Source: an optimization exercise on an open RTL-to-GDS flow (aim: small area, a short achievable clock period and few clock cycles per item). Production flows keep margins and buffers that such runs may drop. The RTL was checked by simulation tests, not by an equivalence proof against the original design. No activity file was given, so power comes from the tool's default toggle rates.

==> flow/design.v <==
`timescale 1ns / 1ps
package tcpqs_pkg;
    localparam int NUM_CLASSES = 3;
    localparam int ID_W        = 37;
    localparam int TOTAL_W     = 16;
    localparam int UPR_W       = 4;
    localparam int ITEM_W      = 40;
    localparam logic [0:0] REQ_ENQUEUE = 1'b0;
    localparam logic [0:0] REQ_SERVE   = 1'b1;
    localparam logic [1:0] CLASS_EMERGENCY = 2'd0;
    localparam logic [1:0] CLASS_URGENT    = 2'd1;
    localparam logic [1:0] CLASS_REGULAR   = 2'd2;
    localparam logic [1:0] CLASS_INVALID   = 2'd3;
    localparam logic [2:0] STATUS_ENQUEUED = 3'd0;
    localparam logic [2:0] STATUS_SERVED   = 3'd1;
    localparam logic [2:0] STATUS_EMPTY    = 3'd2;
    localparam logic [2:0] STATUS_FULL     = 3'd3;
    localparam logic [2:0] STATUS_INVALID  = 3'd4;
    localparam logic [TOTAL_W-1:0] COUNT_MAX = 16'hFFFF;
    localparam logic [UPR_W-1:0]   UPR_RESET = 4'd3;
endpackage
`timescale 1ns / 1ps
module tcpqs_ctrl
(
    input  logic                          clk,
    input  logic                          rst_n,
    input  logic                          in_valid,
    output logic                          in_ready,
    input  logic [tcpqs_pkg::ITEM_W-1:0]  in_item,
    input  logic                          fire,
    output logic                          stg_valid,
    output logic [tcpqs_pkg::ITEM_W-1:0]  stg_item
);
    logic                          skid_valid;
    logic [tcpqs_pkg::ITEM_W-1:0]  skid_item;
    logic                          accept;
    logic                          stg_open;
    logic                          in_ready_reg;
    assign in_ready = in_ready_reg;
    assign accept   = in_valid && in_ready_reg;
    assign stg_open = fire || !stg_valid;
    always_ff @(posedge clk)
    begin
        if (stg_open)
        begin
            stg_item <= skid_valid ? skid_item : in_item;
        end
        if (!stg_open && !skid_valid)
        begin
            skid_item <= in_item;
        end
    end
    always_ff @(posedge clk or negedge rst_n)
    begin
        if (!rst_n)
        begin
            stg_valid    <= 1'b0;
            skid_valid   <= 1'b0;
            in_ready_reg <= 1'b0;
        end
        else
        begin
            if (stg_open)
            begin
                stg_valid  <= skid_valid || accept;
                skid_valid <= 1'b0;
            end
            else if (accept)
            begin
                skid_valid <= 1'b1;
            end
            in_ready_reg <= stg_open || !(skid_valid || accept);
        end
    end
endmodule
`timescale 1ns / 1ps
module tcpqs_dp #(
    parameter int QUEUE_DEPTH = 16
)
(
    input  logic                            clk,
    input  logic                            rst_n,
    input  logic                            exec,
    input  logic [tcpqs_pkg::ITEM_W-1:0]    stg_item,
    input  logic                            cfg_wr_en,
    input  logic [tcpqs_pkg::UPR_W-1:0]     cfg_wr_data,
    output logic [89:0]                     out_item
);
    localparam int NC    = tcpqs_pkg::NUM_CLASSES;
    localparam int TW    = tcpqs_pkg::TOTAL_W;
    localparam int IW    = tcpqs_pkg::ID_W;
    localparam int UW    = tcpqs_pkg::UPR_W;
    localparam int QD    = QUEUE_DEPTH;
    logic [IW-1:0]            slot [NC][QD];
    logic [NC-1:0][QD-1:0]    head_sel;    
    logic [NC-1:0]            empty;
    logic [NC-1:0]            full;
    logic [NC-1:0][TW-1:0]    total;
    logic [UW-1:0]            streak;
    logic [UW-1:0]            ratio;
    logic                     streak_low;  
    logic [NC-1:0]            serve_pick;  
    logic [2:0]               res_status;
    logic [1:0]               res_class;
    logic [IW-1:0]            res_id;
    logic [NC-1:0][QD-1:0]    head_sel_n;
    logic [NC-1:0]            empty_n;
    logic [NC-1:0]            full_n;
    logic [NC-1:0][TW-1:0]    total_n;
    logic [UW-1:0]            streak_n;
    logic [UW-1:0]            ratio_n;
    logic                     streak_low_n;
    logic [NC-1:0]            serve_pick_n;
    logic                     upd_low;
    logic                     hold_low;
    logic [NC-1:0]            upd_pick;
    logic [NC-1:0]            hold_pick;
    logic                     req_serve;
    logic [1:0]               cls;
    logic [IW-1:0]            id;
    logic [NC-1:0]            enq;       
    logic [NC-1:0]            shift;     
    logic [NC-1:0]            deq;       
    logic [NC-1:0][IW-1:0]    head;
    logic [NC-1:0]            last_one;  
    logic [NC-1:0]            one_free;  
    logic [2:0]               status_n;
    logic [1:0]               class_n;
    logic [IW-1:0]            id_n;
    assign req_serve = stg_item[39];
    assign cls       = stg_item[38:37];
    assign id        = stg_item[IW-1:0];
    always_comb
    begin
        for (int c = 0; c < NC; c++)
        begin
            enq[c]  = !req_serve && (cls == 2'(c)) && !full[c];
            deq[c]  = req_serve && serve_pick[c];
            shift[c] = exec && enq[c];
            head[c]  = '0;
            for (int i = 0; i < QD; i++)
            begin
                head[c] = head[c] | ({IW{head_sel[c][i]}} & slot[c][i]);
            end
            last_one[c] = head_sel[c][0];
            one_free[c] = head_sel[c][QD-2] && !empty[c];    
        end
    end
    always_comb
    begin
        if (req_serve)
        begin
            status_n = (|serve_pick) ? tcpqs_pkg::STATUS_SERVED : tcpqs_pkg::STATUS_EMPTY;
        end
        else if (cls == tcpqs_pkg::CLASS_INVALID)
        begin
            status_n = tcpqs_pkg::STATUS_INVALID;
        end
        else if (full[cls])
        begin
            status_n = tcpqs_pkg::STATUS_FULL;
        end
        else
        begin
            status_n = tcpqs_pkg::STATUS_ENQUEUED;
        end
        class_n = {deq[2], deq[1]};
        id_n    = ({IW{deq[0]}} & head[0]) | ({IW{deq[1]}} & head[1])
                | ({IW{deq[2]}} & head[2]);
    end
    always_comb
    begin
        head_sel_n = head_sel;
        empty_n  = empty;
        full_n   = full;
        total_n  = total;
        streak_n = streak;
        for (int c = 0; c < NC; c++)
        begin
            if (enq[c])
            begin
                head_sel_n[c] = empty[c] ? QD'(1) : head_sel[c] << 1;
                empty_n[c] = 1'b0;
                full_n[c]  = one_free[c];
            end
            if (deq[c])
            begin
                head_sel_n[c] = head_sel[c] >> 1;
                full_n[c]  = 1'b0;
                empty_n[c] = last_one[c];
                if (total[c] != tcpqs_pkg::COUNT_MAX)
                begin
                    total_n[c] = total[c] + TW'(1);
                end
            end
        end
        if (deq[1])
        begin
            if (streak_low)
            begin
                streak_n = streak + UW'(1);
            end
        end
        else if (deq[2])
        begin
            streak_n = '0;
        end
        ratio_n = cfg_wr_en ? cfg_wr_data : ratio;
        upd_low     = streak_n < ratio_n;
        upd_pick[0] = !empty_n[0];
        upd_pick[1] = empty_n[0] && !empty_n[1] && (upd_low || empty_n[2]);
        upd_pick[2] = empty_n[0] && !empty_n[2] && (empty_n[1] || !upd_low);
        hold_low     = streak < ratio_n;
        hold_pick[0] = !empty[0];
        hold_pick[1] = empty[0] && !empty[1] && (hold_low || empty[2]);
        hold_pick[2] = empty[0] && !empty[2] && (empty[1] || !hold_low);
        streak_low_n = exec ? upd_low : hold_low;
        serve_pick_n = exec ? upd_pick : hold_pick;
    end
    always_ff @(posedge clk)
    begin
        if (exec)
        begin
            head_sel <= head_sel_n;
        end
    end
    always_ff @(posedge clk)
    begin
        for (int c = 0; c < NC; c++)
        begin
            if (shift[c])
            begin
                slot[c][0] <= id;
                for (int i = 1; i < QD; i++)
                begin
                    slot[c][i] <= slot[c][i-1];
                end
            end
        end
    end
    always_ff @(posedge clk or negedge rst_n)
    begin
        if (!rst_n)
        begin
            res_status <= tcpqs_pkg::STATUS_ENQUEUED;
            res_class  <= tcpqs_pkg::CLASS_EMERGENCY;
            res_id     <= '0;
        end
        else if (exec)
        begin
            res_status <= status_n;
            res_class  <= class_n;
            res_id     <= id_n;
        end
    end
    always_ff @(posedge clk or negedge rst_n)
    begin
        if (!rst_n)
        begin
            empty      <= '1;
            full       <= '0;
            total      <= '0;
            streak     <= '0;
            ratio      <= tcpqs_pkg::UPR_RESET;
            streak_low <= 1'b1;
            serve_pick <= '0;
        end
        else
        begin
            if (exec)
            begin
                empty  <= empty_n;
                full   <= full_n;
                total  <= total_n;
                streak <= streak_n;
            end
            ratio      <= ratio_n;
            streak_low <= streak_low_n;
            serve_pick <= serve_pick_n;
        end
    end
    assign out_item = {res_status, res_class, res_id, total[0], total[1], total[2]};
endmodule
`timescale 1ns / 1ps
module three_class_priority_queue_scheduler #(
    parameter int QUEUE_DEPTH = 16
)
(
    input  logic                          clk,
    input  logic                          rst_n,
    input  logic                          in_valid,
    output logic                          in_ready,
    input  logic [39:0]                   in_item,
    output logic                          out_valid,
    input  logic                          out_ready,
    output logic [89:0]                   out_item,
    input  logic                          cfg_wr_en,
    input  logic [tcpqs_pkg::UPR_W-1:0]   cfg_wr_data
);
    logic        stg_valid;
    logic [39:0] stg_item;
    logic        fire;
    logic        out_valid_reg;     
    logic        out_empty;         
    assign fire      = stg_valid && (out_empty || out_ready);
    assign out_valid = out_valid_reg;
    always_ff @(posedge clk or negedge rst_n)
    begin
        if (!rst_n)
        begin
            out_valid_reg <= 1'b0;
            out_empty     <= 1'b1;
        end
        else if (fire)
        begin
            out_valid_reg <= 1'b1;
            out_empty     <= 1'b0;
        end
        else if (out_ready)
        begin
            out_valid_reg <= 1'b0;
            out_empty     <= 1'b1;
        end
    end
    tcpqs_ctrl u_ctrl
    (
        .clk       (clk),
        .rst_n     (rst_n),
        .in_valid  (in_valid),
        .in_ready  (in_ready),
        .in_item   (in_item),
        .fire      (fire),
        .stg_valid (stg_valid),
        .stg_item  (stg_item)
    );
    tcpqs_dp #(
        .QUEUE_DEPTH (QUEUE_DEPTH)
    ) u_dp
    (
        .clk         (clk),
        .rst_n       (rst_n),
        .exec        (fire),
        .stg_item    (stg_item),
        .cfg_wr_en   (cfg_wr_en),
        .cfg_wr_data (cfg_wr_data),
        .out_item    (out_item)
    );
endmodule
==> flow/run.sh <==
#!/bin/bash
# synth_recipe.tcl (not shown) runs the flow's synth.tcl, then flattens the netlist and writes it again
# the make line also repeats each setting of config.mk as NAME=value (left out here)
make -C /OpenROAD-flow-scripts/flow DESIGN_CONFIG=/design/flow/config.mk WORK_HOME=/design/flow/orfs CLKGATE_MAP_FILE= SYNTH_SCRIPT=/design/flow/synth_recipe.tcl finish
==> flow/config.mk <==
export PLATFORM = sky130hd
export DESIGN_NAME = three_class_priority_queue_scheduler
export DESIGN_NICKNAME = three_class_priority_queue_scheduler
export VERILOG_FILES = /design/flow/design.v
export SDC_FILE = /design/flow/constraint.sdc
export NUM_CORES = 4
export LEC_CHECK = 0
export CAP_MARGIN = 20
export CORE_MARGIN = 2
export CORE_UTILIZATION = 70
export CTS_BUF_LIST = sky130_fd_sc_hd__clkbuf_16
export CTS_CLUSTER_DIAMETER = 120
export CTS_CLUSTER_SIZE = 28
export PLACE_DENSITY = 0.8
export SETUP_SLACK_MARGIN = 4.0
export SLEW_MARGIN = 20
export TNS_END_PERCENT = 5
==> flow/constraint.sdc <==
create_clock -name core_clock -period 6.5 [get_ports {clk}]
set_input_delay 1.3000 -clock core_clock [delete_from_list [all_inputs] [get_ports {clk}]]
set_output_delay 1.3000 -clock core_clock [all_outputs]
set_load 0.01 [all_outputs]
==> impl_metrics.sql, run 1 <==
INSERT INTO impl_metrics (metric_group, metric, value, unit) VALUES
('outcome', 'run_status', 'finished clean', ''),
('timing', 'clock.fmax', '376', 'MHz'),
('yosys', 'ys_ff_latch', '2017', ''),
('setup_path', 'r2r_cells', '5', ''),
('setup_path', 'r2r_end', 'u_dp.slot[24][0]', ''),
('setup_path', 'r2r-start', 'u_ctrl.stg_item[39]', ''),
('power_and_ir_drop', 'power.share.switching', '26.1', '%'),
('finish', 'nNetsFinal', '4054', ''),
('timing', 'worst_slew_margin_rel', '37.0', '%'),
('yosys', 'ys_warnings', '4', ''),
('yosys', 'mappedNetlistArea', '0.0731', 'mm2'),
('finish', 'largest_reg_flops', '1776', ''),
('yosys', 'synth.area.top_cells', 'sky130_fd_sc_hd__edfxtp_1 78%, sky130_fd_sc_hd__a22o_1 5.3%, sky130_fd_sc_hd__a221oi_1 5.3%', ''),
('clock_network', 'cts_root_buffer', 'sky130_fd_sc_hd__clkbuf_16', ''),
('yosys', 'synth.yosys.seq_area_share', '82.1', '%'),
('placed_design', 'final_wtd_congestion', '0.868', ''),
('finish', 'largest-register', 'u_dp.slot', ''),
('power_and_ir_drop', 'p_leak', '25.9', 'nW'),
('clock_network', 'cts_num_sinks', '2017', ''),
('die', 'initial_utilization', '70.6', '%'),
('power_and_ir_drop', 'ir_drop', '0.000231', 'V'),
('setup_path', 'criticalPathCategory', 'register to primary output', ''),
('setup_path', 'worstPathMaxFanout', '2', ''),
('setup_path', 'path_cells', 'buf_6', ''),
('timing', 'setup-violations-final', '0', ''),
('global_route', 'first_global_vias', '39500', ''),
('die', 'die_width', '327', 'um'),
('yosys', 'synth_nets', '3888', ''),
('clock_network', 'clkSlewWorstSetupHoldPaths', '0.10', 'ns'),
('yosys', 'synth_top_area_share', '78.2', '%'),
('placed_design', 'detailedPlacementHpwl', '104', 'mm'),
('yosys', 'synthMostInstantiatedCell', 'sky130_fd_sc_hd__edfxtp_1', ''),
('timing', 'timing.setup.tns', '0', 'ns'),
('route', 'drt_first_iter_violations', '7187', ''),
('hold_path', 'hold-path-endpoint', 'u_dp.slot[8][31]', ''),
('clock_network', 'clock_tree_from_tritoncts', 'built', ''),
('clock_network', 'clock_path_buffers', '3', ''),
('yosys', 'synth_cell_type_count', '59', ''),
('finish', 'fillerInstances', '5317', ''),
('power_and_ir_drop', 'seqPwrFrac', '63.0', '%'),
('route', 'via_count', '41500', ''),
('global_route', 'grt_antenna_before_repair', '11', ''),
('die', 'floorplan.rows', '118', ''),
('placed_design', 'placed_cell_area', '0.0762', 'mm2'),
('setup_path', 'worst_ep_arrival_time', '1.36', 'ns'),
('finish', 'largest_registers', 'u_dp.slot x1776, u_dp.head_sel x48, u_dp.total x48', ''),
('yosys', 'postSynth.topFlopCell', 'sky130_fd_sc_hd__edfxtp_1', ''),
('setup_path', 'setup.worst_path.start_class', 'register', ''),
('finish', 'multi_input_area', '0.0124', 'mm2'),
('power_and_ir_drop', 'comb_power_share', '12.7', '%'),
('yosys', 'synth_area_leader_cell', 'sky130_fd_sc_hd__edfxtp_1', ''),
('route', 'routed_wl', '183', 'mm'),
('power_and_ir_drop', 'switchingPower', '6.61', 'mW'),
('finish', 'final_area', '0.0793', 'mm2'),
('setup_path', 'critical_path_cell_with_the_highest_stage_delay', 'sky130_fd_sc_hd__dfrtp_2', ''),
('die', 'placeable_core_area', '0.103', 'mm2'),
('yosys', 'postSynthCellCount', '3829', ''),
('yosys', 'synth_async_sr_flop_share', '5.60', '%'),
('finish', 'syn2layout_area_growth', '8.51', '%'),
('finish', 'drive_above_1_share', '11.2', '%'),
('timing', 'final.setup_skew', '0.0303', 'ns'),
('clock_network', 'cts_buffers', '82', ''),
('timing', 'grt_setup_unrepaired', 'true', ''),
('hold_path', 'hold-path-cell-count', '0', ''),
('global_route', 'global_route.overflow_total', '0', ''),
('global_route', 'gr-usage-all-layers', '33.8', '%'),
('placed_design', 'number_of_buffers_inserted_by_port_buffering', '140', ''),
('route', 'remaining_drc_errors', '0', ''),
('setup_path', 'critPathBufInv', '1', ''),
('yosys', 'synth_area_per_cell', '19.1', 'um2'),
('setup_path', 'capturing_element_type_of_the_critical_path', 'primary output', '');
-- cell usage in the layout, fill, tap and decap left out, types with 39 or more instances in the layout --
master | netlist | routed
sky130_fd_sc_hd__a221oi_1 | 441 | 441
sky130_fd_sc_hd__a22o_1 | 446 | 446
sky130_fd_sc_hd__a22oi_1 | 80 | 79
sky130_fd_sc_hd__buf_4 | 2 | 143
sky130_fd_sc_hd__clkbuf_16 | 0 | 84
sky130_fd_sc_hd__clkbuf_2 | 0 | 39
sky130_fd_sc_hd__clkdlybuf4s50_1 | 0 | 45
sky130_fd_sc_hd__dfrtp_1 | 106 | 78
sky130_fd_sc_hd__edfxtp_1 | 1904 | 1904
sky130_fd_sc_hd__inv_1 | 10 | 73
sky130_fd_sc_hd__mux2_2 | 48 | 48
sky130_fd_sc_hd__nand2_1 | 161 | 160
sky130_fd_sc_hd__nand4_1 | 124 | 124
-- power by group through the flow --
| stage | logic, mW | clock network, mW | registers [mW] |
|---|---|---|---|
| after global placement | 2.96 | 0 | 16.2 |
| after detailed placement | 3.05 | 0 | 16.2 |
| after floorplan | 1.82 | 0 | 16.0 |
| after global routing | 3.39 | 6.56 | 16.0 |
| after CTS | 3.14 | 6.18 | 15.9 |
| final | 3.20 | 6.15 | 15.9 |
-- through the flow --
step           setup WS, ns  total power, mW  hold WS [ns]  utilization (%)
2_1_floorplan         -4.34             17.8         0.426                -
3_5_place_dp           2.18             19.3         0.433             73.6
5_1_grt                3.81             25.9         0.440             76.6
3_3_place_gp           2.30             19.1         0.428             73.6
6_report               3.84             25.3         0.447             76.7
4_1_cts                3.78             25.2         0.439             76.7
-- worst register-to-register path, stage by stage, from the launching register on --
cell                       delay [ns]
sky130_fd_sc_hd__edfxtp_1        0.44
sky130_fd_sc_hd__buf_4           0.20
sky130_fd_sc_hd__or4b_1          0.71
sky130_fd_sc_hd__nor2_4          0.18
sky130_fd_sc_hd__buf_12          0.17
sky130_fd_sc_hd__buf_12          0.43
-- how the worst max path moves through the flow --
stage	to	slack [ns]	depth (start not counted)
after floorplan	u_dp.slot[0][0]	-4.34	4
after global placement	u_ctrl.skid_item[10]	2.30	4
after detailed placement	u_ctrl.skid_item[11]	2.18	4
after CTS	out_item[24]	3.78	1
after global routing	out_item[58]	3.81	1
final	out_item[58]	3.84	1
-- per-layer routing --
metal / vias up / global-route usage [%] / share of wire (%)
li1: 16500 / - / -
met1: 21100 / 49.0 / 36
met2: 3385 / 50.2 / 45
met3: 461 / 8.11 / 13
met4: 8 / 15.0 / 5.2
met5: - / 0 / 0.025
-- logic make-up (layout without fill, tap and decap cells) --
logic type               Yosys count  after routing  share of synthesized area [%]
AND/OR/NAND/NOR                  435            441                           3.19
buffers and inverters            247            472                           1.30
flip-flops                      2017           2017                           82.1
adder cells (fa/ha/maj)           10             10                          0.171
XOR/XNOR                          41             41                          0.491
multiplexers                      52             52                          0.794
other                              0             10                              0
AO/OA/AOI/OAI                   1027           1028                           12.0
-- repair_timing --
| action | in CTS | in global routing |
|---|---|---|
| setup endpoints to repair | 2011 | 1768 |
| resized for setup | 271 | 82 |
| pin swaps | 6 | 3 |
| setup buffers | 73 | 13 |
| gates cloned | 11 | 0 |
-- cell type report --
type,instances,area share [%]
diodes,10,0.0315
flip-flops and latches,2017,75.7
clock buffers,84,2.65
clock inverters,66,0.367
inverters,10,0.0473
well taps,1380,2.18
repair buffers,312,3.48
multi-input cells,1572,15.6
Testbench counts, summed over its fixed seeds: cycles 16,016, items 16,000.
==> inputs of run 2 (changes only) <==
--- a/flow/config.mk
+++ b/flow/config.mk
@@ -12,6 +12,6 @@
 export CTS_CLUSTER_DIAMETER = 120
 export CTS_CLUSTER_SIZE = 28
 export PLACE_DENSITY = 0.8
-export SETUP_SLACK_MARGIN = 4.0
+export SETUP_SLACK_MARGIN = 4.1
 export SLEW_MARGIN = 20
 export TNS_END_PERCENT = 5
==> run 2 against run 1 <==
Against the previous run:
- highest routed layer unchanged
- area after synthesis unchanged
- synthesized cell count unchanged
- register-to-register slack about the same
==> impl_metrics.sql, run 2 <==
INSERT INTO impl_metrics (metric_group, metric, value, unit) VALUES
('clock_network', 'cts_hold_buf', '0', ''),
('placed_design', 'detailedPlacementHpwl', '104', 'mm'),
('route', 'via_count', '41500', ''),
('power_and_ir_drop', 'p_leak', '26.0', 'nW'),
('yosys', 'postSynthCellCount', '3829', ''),
('power_and_ir_drop', 'ir_drop', '0.000231', 'V'),
('yosys', 'synth_cell_type_count', '59', ''),
('route', 'routed_via_density', '7.60', ''),
('die', 'die_area', '0.107', 'mm2'),
('finish', 'mostFrequentLayoutCell', 'sky130_fd_sc_hd__edfxtp_1', ''),
('clock_network', 'insertion_delay', '0.70', 'ns'),
('setup_path', 'r2r_cells', '5', ''),
('setup_path', 'path_cells', 'clkdlybuf4s15_1', ''),
('flow_run', 'max_cap_violations', '0', ''),
('yosys', 'synth.area.top_cells', 'sky130_fd_sc_hd__edfxtp_1 78%, sky130_fd_sc_hd__a22o_1 5.3%, sky130_fd_sc_hd__a221oi_1 5.3%', ''),
('setup_path', 'critical_path_cell_with_the_highest_stage_delay', 'sky130_fd_sc_hd__dfrtp_1', ''),
('die', 'io_pins', '141', ''),
('route', 'detail_route.wl_per_cell', '33.7', 'um'),
('finish', 'syn2layout_area_growth', '8.96', '%'),
('clock_network', 'clock_path_buffers', '3', ''),
('clock_network', 'clock_tree_from_tritoncts', 'built', ''),
('finish', 'drive_above_1_share', '11.8', '%'),
('hold_path', 'min_from', 'u_dp.slot[20][14]', ''),
('yosys', 'ys_warnings', '4', ''),
('clock_network', 'cts_root_buffer', 'sky130_fd_sc_hd__clkbuf_16', ''),
('timing', 'timing_hold_violations_final', '0', ''),
('setup_path', 'rrSetupSlack', '3.92', 'ns'),
('placed_design', 'numPlacedInstances', '5194', ''),
('timing', 'grt_setup_unrepaired', 'true', ''),
('yosys', 'postSynth.topFlopCell', 'sky130_fd_sc_hd__edfxtp_1', ''),
('hold_path', 'hold-path-cell-count', '0', ''),
('finish', 'finish.cell_count_without_fillers', '5464', ''),
('power_and_ir_drop', 'power.density', '319', 'mW/mm2'),
('setup_path', 'timing.critical_path.required', '5.20', 'ns'),
('power_and_ir_drop', 'p_total', '25.4', 'mW'),
('clock_network', 'cts-htree-levels', '3', ''),
('finish', 'largest_reg_flops', '1776', ''),
('global_route', 'gr-usage-all-layers', '33.9', '%'),
('setup_path', 'critPathMaxStageDelay', '0.41', 'ns'),
('finish', 'most-common-layout-cells', '1904 x sky130_fd_sc_hd__edfxtp_1, 445 x sky130_fd_sc_hd__a22o_1, 441 x sky130_fd_sc_hd__a221oi_1, 160 x sky130_fd_sc_hd__nand2_1, 154 x sky130_fd_sc_hd__buf_4', ''),
('setup_path', 'r2r-start', 'u_dp.head_sel[30]', ''),
('setup_path', 'r2r_end', 'u_dp.res_id[20]', ''),
('route', 'routed_wl', '184', 'mm'),
('global_route', 'first_global_vias', '39600', ''),
('placed_design', 'final_wtd_congestion', '0.868', ''),
('yosys', 'synth_async_sr_flop_share', '5.60', '%'),
('yosys', 'mappedNetlistArea', '0.0731', 'mm2'),
('hold_path', 'timing.hold.worst.class', 'register to register', ''),
('route', 'drt_pass1_iterations', '6', ''),
('yosys', 'synth_nets', '3888', ''),
('setup_path', 'capturing_element_type_of_the_critical_path', 'primary output', ''),
('yosys', 'synth.yosys.seq_area_share', '82.1', '%'),
('global_route', 'grt_pass1_wl', '263', 'mm'),
('die', 'die_width', '327', 'um'),
('setup_path', 'setup.worst_path.start_class', 'register', ''),
('placed_design', 'number_of_buffers_inserted_by_port_buffering', '140', ''),
('route', 'drt_first_iter_violations', '7090', ''),
('yosys', 'synth_top_cells_by_count', '1904 x sky130_fd_sc_hd__edfxtp_1, 446 x sky130_fd_sc_hd__a22o_1, 441 x sky130_fd_sc_hd__a221oi_1, 197 x sky130_fd_sc_hd__clkbuf_1, 161 x sky130_fd_sc_hd__nand2_1', ''),
('route', 'remaining_drc_errors', '0', ''),
('timing', 'timing_max_transition_violations_final', '0', ''),
('yosys', 'synth-edff-count', '1904', ''),
('yosys', 'synthMostInstantiatedCell', 'sky130_fd_sc_hd__edfxtp_1', ''),
('finish', 'largest_registers', 'u_dp.slot x1776, u_dp.head_sel x48, u_dp.total x48', ''),
('clock_network', 'clkSlewWorstSetupHoldPaths', '0.11', 'ns'),
('finish', 'fillerInstances', '5273', ''),
('yosys', 'ys_ff_latch', '2017', ''),
('yosys', 'synth_top_area_share', '78.2', '%'),
('timing', 'worst_slew_margin_rel', '38.0', '%'),
('global_route', 'maximum_number_of_pins_on_one_net_before_global_route_repair', '116', ''),
('die', 'initial_utilization', '70.6', '%'),
('setup_path', 'worst_ep_arrival_time', '1.36', 'ns'),
('yosys', 'synth_area_leader_cell', 'sky130_fd_sc_hd__edfxtp_1', ''),
('setup_path', 'critPathBufInv', '1', ''),
('outcome', 'run_status', 'finished clean', ''),
('route', 'detail-route-antenna-nets', '0', ''),
('finish', 'finalCoreUtilization', '77.0', '%'),
('clock_network', 'cts_num_sinks', '2017', ''),
('global_route', 'grt_antenna_before_repair', '10', ''),
('global_route', 'global_route.overflow_total', '0', ''),
('timing', 'finalCritPeriodShare', '41.0', '%'),
('clock_network', 'cts_buffers', '82', ''),
('timing', 'final.setup_skew', '0.0286', 'ns'),
('timing', 'worst-slew-pin-transition', '0.930', 'ns'),
('setup_path', 'worstPathMaxFanout', '2', ''),
('setup_path', 'criticalPathCategory', 'register to primary output', ''),
('timing', 'setup-violations-final', '0', ''),
('finish', 'nNetsFinal', '4070', ''),
('finish', 'largest-register', 'u_dp.slot', ''),
('yosys', 'synth_area_per_cell', '19.1', 'um2'),
('timing', 'layout_min_cycle_time', '2.66', 'ns'),
('die', 'floorplan.rows', '118', ''),
('die', 'die_height', '327', 'um'),
('die', 'placeable_core_area', '0.103', 'mm2'),
('timing', 'clock.fmax', '375', 'MHz'),
('setup_path', 'cpLargestDelayFamily', 'flip-flops', ''),
('hold_path', 'hold-path-endpoint', 'u_dp.slot[21][14]', '');
-- run 2: where the power goes --
part | switching (mW) | internal, mW
logic | 2.08 | 1.22
registers | 0.797 | 15.1
clock network | 3.76 | 2.40
-- run 2: cell families after synthesis --
kind of cell	after synthesis	synth area share (%)
compound gates	1027	12.0
xor+xnor	41	0.491
fa+ha+maj	10	0.171
buf+inv	247	1.30
flops	2017	82.1
mux	52	0.794
simple gates	435	3.19
-- run 2: worst max-delay path by stage --
stage | from | to | slack [ns] | cells past startpoint
after global routing | u_dp.res_id[10] | out_item[58] | 3.81 | 1
after floorplan | out_ready | u_dp.slot[0][0] | -4.34 | 4
after CTS | u_dp.res_id[9] | out_item[57] | 3.83 | 1
after detailed placement | out_ready | u_ctrl.skid_item[11] | 2.18 | 4
final | u_dp.total[31] | out_item[31] | 3.84 | 1
after global placement | out_ready | u_ctrl.skid_item[10] | 2.30 | 4
-- run 2: final cells by class --
type	instances	area, um2	share of cell area [%]
well taps	1380	1730	2.17
repair buffers	328	3070	3.86
multi-input cells	1572	12400	15.5
inverters	10	37.5	0.0471
clock inverters	66	292	0.366
diodes	7	17.5	0.0220
clock buffers	84	2100	2.64
flip-flops and latches	2017	60100	75.4
-- run 2: per-layer routing --
layer / track usage, % / vias to the layer above / part of all wire, %
met5: 0 / - / 0.018
met4: 15.1 / 6 / 5.1
met3: 8.01 / 446 / 14
met2: 50.5 / 3518 / 46
met1: 49.2 / 21000 / 35
li1: - / 16600 / -
-- run 2: repair_timing --
action                     4_1_cts  5_1_grt
cloned                          12        2
pin swaps                        8        7
buffers inserted                83       16
setup endpoints to repair     2072     1875
gates resized for setup        363       28
-- run 2: metrics by stage --
stage | hold WS, ns | worst slack, ns | setup TNS (ns) | instance area, um2
floorplan | 0.426 | -4.34 | -7706.73 | 73200
finish | 0.448 | 3.84 | 0 | 79700
global route | 0.440 | 3.81 | 0 | 79700
CTS | 0.439 | 3.83 | 0 | 79400
detailed placement | 0.433 | 2.18 | 0 | 76200
global placement | 0.428 | 2.30 | 0 | 76200

afterwards: timing with drivers on the ports:
In the flow no input, the clock included, has a driving cell. The finished layouts below were timed again as built, in two steps. Step 1, drivers: a clkbuf_16 drives clk and a buf_2 each remaining input, both assumed. Step 2, shift: input delay + t, output delay - t, t = (earliest + latest rising clock arrival at the registers) / 2. This alone moves slack from input paths to output paths. Slacks: ideal ports / drivers / drivers and shift; pairs: ideal ports / drivers.
run | shift t [ns] | setup slack, ns | worst setup path at the end | clock arrival spread, ns | worst data-port slew with drivers (ns)
run 1 | 0.762 | 3.841 / 3.767 / 3.259 | input to register | 0.032 / 0.032 | 0.13
run 2 | 0.768 | 3.837 / 3.762 / 3.249 | input to register | 0.038 / 0.038 | 0.12
After both steps setup and hold are still met in every run listed. The setup slack of run 2, which loses most, moves by -0.075 ns with the drivers and by -0.588 ns with both steps.
